This is an optimization exercise on Yosys and OpenROAD, whose aim is small area and a short achievable clock period, not a production implementation.
In this exercise RTL edits were held to simulation tests only and were not proved equivalent to the original.
Power is estimated from default activity; no workload was simulated.

==> flow/design.v (excerpt) <==
module fp_mul_top (
    input  logic        clk,
    input  logic        arst_n,
    input  logic        in_valid,
    input  logic [31:0] fp_x,
    input  logic [31:0] fp_y,
    input  logic [2:0]  r_mode,
    output logic        out_valid,
    output logic [31:0] fp_z,
    output logic        ovrf,
    output logic        udrf
);
clock: 8.5 ns
lec_check: 0
abc_area: 1
cap_margin: 20
core_margin: 2
core_utilization: 40
slew_margin: 20
standard.sh (not shown) runs the stock make flow with config.mk's settings and CLKGATE_MAP_FILE= SYNTH_SCRIPT=/design/flow/synth_recipe.tcl, a recipe that flattens the netlist after the stock synthesis.
==> flow/flow/run.sh <==
#!/bin/bash
# The standard ORFS layout (standard.sh, with its standard synthesis) with
# these changes to how it is made:
#  - port buffers are buf_1 cells
#  - CTS runs with the arguments in flow/cts_args.txt (no dummy loads, smaller
#    clock buffers in smaller sink clusters)
#  - the platform's don't-use list is extended with the clock inverters
#    (flow/dont_use.txt), which repair otherwise sizes into weak low-power
#    variants on data paths
#  - the repair steps aim at a setup slack margin (flow/margin.txt) that stands
#    for a shorter clock period than the one signed off
# Each tool's output goes to flow_orfs.log and ORFS's own logs under orfs/logs.
set -euo pipefail
MARGIN=$(cat flow/margin.txt)
CTS_ARGS_FILE=$(cat flow/cts_args.txt)
DONT_USE=$(cat flow/dont_use.txt)
bash standard.sh \
  SETUP_SLACK_MARGIN="$MARGIN" \
  BUFFER_PORTS_ARGS="-buffer_cell sky130_fd_sc_hd__buf_1" \
  CTS_ARGS="$CTS_ARGS_FILE" \
  DONT_USE_CELLS="$DONT_USE" \
  finish > flow_orfs.log 2>&1
==> flow/flow/cts_args.txt <==
-sink_clustering_enable -repair_clock_nets -dont_use_dummy_load -buf_list {sky130_fd_sc_hd__clkbuf_4 sky130_fd_sc_hd__clkbuf_8} -sink_clustering_size 18 -sink_clustering_max_diameter 85
Other scripts of this flow, unchanged in this note and not shown: flow/flow/dont_use.txt, flow/flow/margin.txt
The first run ran to the end with no violations.
Next try:
==> flow/flow/cts_args.txt (replaced) <==
-sink_clustering_enable -repair_clock_nets -dont_use_dummy_load -buf_list {sky130_fd_sc_hd__clkbuf_4 sky130_fd_sc_hd__clkbuf_8} -sink_clustering_size 14 -sink_clustering_max_diameter 70
The changed run passed the timing, design-rule and antenna checks.
Setup slack is about the same.
Count of clock-buffer cells in the layout went up by 7.
Hold slack gets worse by 0.050 ns.
Clock skew goes up by 0.034 ns.

* * *

Starting RTL as in the previous note.
clock: 8.5 ns
lec_check: 0
abc_area: 1
cap_margin: 20
core_margin: 2
core_utilization: 40
slew_margin: 20
==> flow/flow/cts_args.txt <==
-sink_clustering_enable -repair_clock_nets -dont_use_dummy_load -buf_list {sky130_fd_sc_hd__clkbuf_4 sky130_fd_sc_hd__clkbuf_8} -sink_clustering_size 14 -sink_clustering_max_diameter 70
==> flow/flow/dont_use.txt <==
sky130_fd_sc_hd__probe_p_8 sky130_fd_sc_hd__probec_p_8 sky130_fd_sc_hd__lpflow_bleeder_1 sky130_fd_sc_hd__lpflow_clkbufkapwr_1 sky130_fd_sc_hd__lpflow_clkbufkapwr_16 sky130_fd_sc_hd__lpflow_clkbufkapwr_2 sky130_fd_sc_hd__lpflow_clkbufkapwr_4 sky130_fd_sc_hd__lpflow_clkbufkapwr_8 sky130_fd_sc_hd__lpflow_clkinvkapwr_1 sky130_fd_sc_hd__lpflow_clkinvkapwr_16 sky130_fd_sc_hd__lpflow_clkinvkapwr_2 sky130_fd_sc_hd__lpflow_clkinvkapwr_4 sky130_fd_sc_hd__lpflow_clkinvkapwr_8 sky130_fd_sc_hd__lpflow_decapkapwr_12 sky130_fd_sc_hd__lpflow_decapkapwr_3 sky130_fd_sc_hd__lpflow_decapkapwr_4 sky130_fd_sc_hd__lpflow_decapkapwr_6 sky130_fd_sc_hd__lpflow_decapkapwr_8 sky130_fd_sc_hd__lpflow_inputiso0n_1 sky130_fd_sc_hd__lpflow_inputiso0p_1 sky130_fd_sc_hd__lpflow_inputiso1n_1 sky130_fd_sc_hd__lpflow_inputiso1p_1 sky130_fd_sc_hd__lpflow_inputisolatch_1 sky130_fd_sc_hd__lpflow_isobufsrc_1 sky130_fd_sc_hd__lpflow_isobufsrc_16 sky130_fd_sc_hd__lpflow_isobufsrc_2 sky130_fd_sc_hd__lpflow_isobufsrc_4 sky130_fd_sc_hd__lpflow_isobufsrc_8 sky130_fd_sc_hd__lpflow_isobufsrckapwr_16 sky130_fd_sc_hd__lpflow_lsbuf_lh_hl_isowell_tap_1 sky130_fd_sc_hd__lpflow_lsbuf_lh_hl_isowell_tap_2 sky130_fd_sc_hd__lpflow_lsbuf_lh_hl_isowell_tap_4 sky130_fd_sc_hd__lpflow_lsbuf_lh_isowell_4 sky130_fd_sc_hd__lpflow_lsbuf_lh_isowell_tap_1 sky130_fd_sc_hd__lpflow_lsbuf_lh_isowell_tap_2 sky130_fd_sc_hd__lpflow_lsbuf_lh_isowell_tap_4 sky130_fd_sc_hd__clkinv_1 sky130_fd_sc_hd__clkinv_2 sky130_fd_sc_hd__clkinv_4 sky130_fd_sc_hd__clkinv_8 sky130_fd_sc_hd__clkinv_16 sky130_fd_sc_hd__clkinvlp_2 sky130_fd_sc_hd__clkinvlp_4
==> flow/flow/margin.txt <==
4.8
Scripts as last shown in full above: flow/flow/run.sh
Then changed:
==> flow/flow/margin.txt (replaced) <==
5
CORE_UTILIZATION = 55   (was 40)
PLACE_DENSITY = 0.7   (was default)
The changed run finished clean.
Cell count drops by a few percent.
Sequential power stays flat.
Final area drops slightly.
Sequential share of layout area climbs by 0.18 points.
Then changed:
CORE_UTILIZATION = 40   (was 55)
PLACE_DENSITY = default   (was 0.7)
What happened: Synthesized area does not change; global-route usage shrinks by 9.4 points; worst hold slack gets better by 9.1 ps; final area is higher by 2.0%; setup slack is better by 37 ps; core utilization went down by 15 points; wire length is higher by 2.6%; final cell count grows by about 7%; die area grows by 37%; combinational power fell by about 1%; non-clock buffer count climbs by 7.

## re-timing with driven ports
No port has a modelled driver above. Below, the same layouts with a new extraction and two added sets of constraints. Step 1, drivers: a clkbuf_16 drives clk and a buf_2 each remaining input, both assumed. Step 2, shift: input delay + t, output delay - t, t = (earliest + latest rising clock arrival at the registers) / 2. This alone moves slack from input paths to output paths. Three values: ideal, step 1, step 2; two values: the first two.
run	shift t [ns]	setup WS [ns]	worst slew at a driven data input, ns	cell pins on the clock port's net
the first run of note 1	0.640	5.188 / 5.188 / 4.665	0.05	1
the second run of note 1	0.677	5.188 / 5.188 / 4.650	0.05	1
the first run of note 2	0.644	4.880 / 4.880 / 4.405	0.05	1
the second run of note 2	0.643	4.973 / 4.973 / 4.531	0.05	1
the third run of note 2	0.668	5.010 / 5.010 / 4.513	0.05	1
After both steps every run listed still meets setup and hold. For the second run of note 1, which loses most, drivers alone change the setup slack by 0.000 ns; drivers and shift together by -0.538 ns.
